Source: an optimization exercise on an open RTL-to-GDS flow (aim: small area, a short achievable clock period and few clock cycles). Production flows keep margins and buffers that such runs may drop.
Only simulation tests tie the RTL to the original design; equivalence was not proved.
Power is estimated from default activity; no workload was simulated.

## main
// c_subset_lexer
module c_subset_lexer (
    input  logic        clk,
    input  logic        rst_n,
    input  logic        char_valid,
    output logic        char_stall,
    input  logic [7:0]  char_code,
    output logic        token_valid,
    input  logic        token_stall,
    output logic [4:0]  token_kind,
    output logic [23:0] token_start,
    output logic [15:0] token_length,
    output logic [23:0] line_number,
    output logic [30:0] token_value,
    output logic        last_of_run
);
    localparam logic [4:0] K_EOF = 5'd0, K_ERROR = 5'd1, K_IDENT = 5'd2, K_NUMBER = 5'd3,
                           K_LPAREN = 5'd4, K_RPAREN = 5'd5, K_LBRACE = 5'd6, K_RBRACE = 5'd7,
                           K_SEMI = 5'd8, K_COMMA = 5'd9, K_PLUS = 5'd10, K_MINUS = 5'd11,
                           K_STAR = 5'd12, K_SLASH = 5'd13, K_BANG = 5'd14, K_NE = 5'd15,
                           K_ASSIGN = 5'd16, K_EQ = 5'd17, K_LT = 5'd18, K_LE = 5'd19,
                           K_GT = 5'd20, K_GE = 5'd21;
    localparam logic [4:0] W_NONE = 5'd0, W_I = 5'd1, W_IN = 5'd2, W_E = 5'd3, W_EL = 5'd4,
                           W_ELS = 5'd5, W_W = 5'd6, W_WH = 5'd7, W_WHI = 5'd8, W_WHIL = 5'd9,
                           W_R = 5'd10, W_RE = 5'd11, W_RET = 5'd12, W_RETU = 5'd13,
                           W_RETUR = 5'd14, W_IF = 5'd22, W_ELSE = 5'd23, W_INT = 5'd24,
  ...
==> flow/config.mk <==
export PLATFORM = sky130hd
export DESIGN_NAME = c_subset_lexer
export DESIGN_NICKNAME = c_subset_lexer
export VERILOG_FILES = /design/flow/design.v
export SDC_FILE = /design/flow/constraint.sdc
export NUM_CORES = 4
export LEC_CHECK = 0
export CAP_MARGIN = 20
export CORE_MARGIN = 4
export CORE_UTILIZATION = 40
export SETUP_SLACK_MARGIN = 4.4
export SLEW_MARGIN = 20
export TNS_END_PERCENT = 5
==> flow/constraint.sdc <==
create_clock -name core_clock -period 6.5 [get_ports {clk}]
set_input_delay 1.3000 -clock core_clock [delete_from_list [all_inputs] [get_ports {clk}]]
set_output_delay 1.3000 -clock core_clock [all_outputs]
set_load 0.01 [all_outputs]
standard.sh (not shown) runs the stock make flow with config.mk's settings and CLKGATE_MAP_FILE= SYNTH_SCRIPT=/design/flow/synth_recipe.tcl, a recipe that flattens the netlist after the stock synthesis.
==> flow/flow/run.sh <==
#!/bin/bash
# Layout flow: the standard synthesis unchanged, then the standard ORFS layout with
# plain buffers (not delay cells) on the ports and for timing repair.
set -euo pipefail
bash standard.sh synth > synth.log 2>&1
export BUFFER_PORTS_ARGS="-buffer_cell sky130_fd_sc_hd__buf_2"
export DONT_USE_CELLS="sky130_fd_sc_hd__clkdlybuf4s15_1 sky130_fd_sc_hd__clkdlybuf4s15_2 sky130_fd_sc_hd__clkdlybuf4s18_1 sky130_fd_sc_hd__clkdlybuf4s18_2 sky130_fd_sc_hd__clkdlybuf4s25_1 sky130_fd_sc_hd__clkdlybuf4s25_2 sky130_fd_sc_hd__clkdlybuf4s50_1 sky130_fd_sc_hd__clkdlybuf4s50_2 sky130_fd_sc_hd__dlygate4sd1_1 sky130_fd_sc_hd__dlygate4sd2_1 sky130_fd_sc_hd__dlygate4sd3_1 sky130_fd_sc_hd__dlymetal6s2s_1 sky130_fd_sc_hd__dlymetal6s4s_1 sky130_fd_sc_hd__dlymetal6s6s_1"
bash standard.sh > layout.log 2>&1
main went all the way through the flow, and no timing, DRC or antenna check failed.
Testbench counts of main, summed over its fixed seeds: cycles 24,152.
#### Input delta (the feature branch over main)
- swapping 4.4 for 4.0 in SETUP_SLACK_MARGIN
==> comparison <==
- The feature branch reports its timing endpoint of the critical path as acc[17]$_SDFFE_PP0P_ while main reports acc[29]$_SDFFE_PP0P_.
- Via count of the first global-routing pass came out lower on the feature branch than on main.
- Looking at first-pass iteration count of the detailed router across main and the feature branch, the one that comes out lower is main.
- The lower total power came out of the feature branch.
- main → the feature branch: reported sequential group power neither gained nor lost much; power attributed to combinational cells lost 7.6%; combinational share of power lost 2.0 points.

[afterwards: timing with drivers on the ports]
Ports are ideal in the flow. The routed layouts listed here were re-timed in OpenROAD. Step 1: set_driving_cell puts a clkbuf_16 on clk and a buf_2 on each other input, an assumption about the parent block. Step 2 also shifts input and output timing later by t, the mid clock arrival at the registers, as if the neighbouring blocks saw the same clock. a / b / c = ideal ports / drivers / drivers and shift; a / b = the first two.
run | t (ns) | setup WS [ns] | cell pins on the clock port's net
main | 0.480 | 3.248 / 3.248 / 3.147 | 1
the feature branch | 0.484 | 3.238 / 3.238 / 3.051 | 1
After both steps every run listed still meets setup and hold. For the feature branch, which loses most, drivers alone change the setup slack by 0.000 ns; drivers and shift together by -0.187 ns.
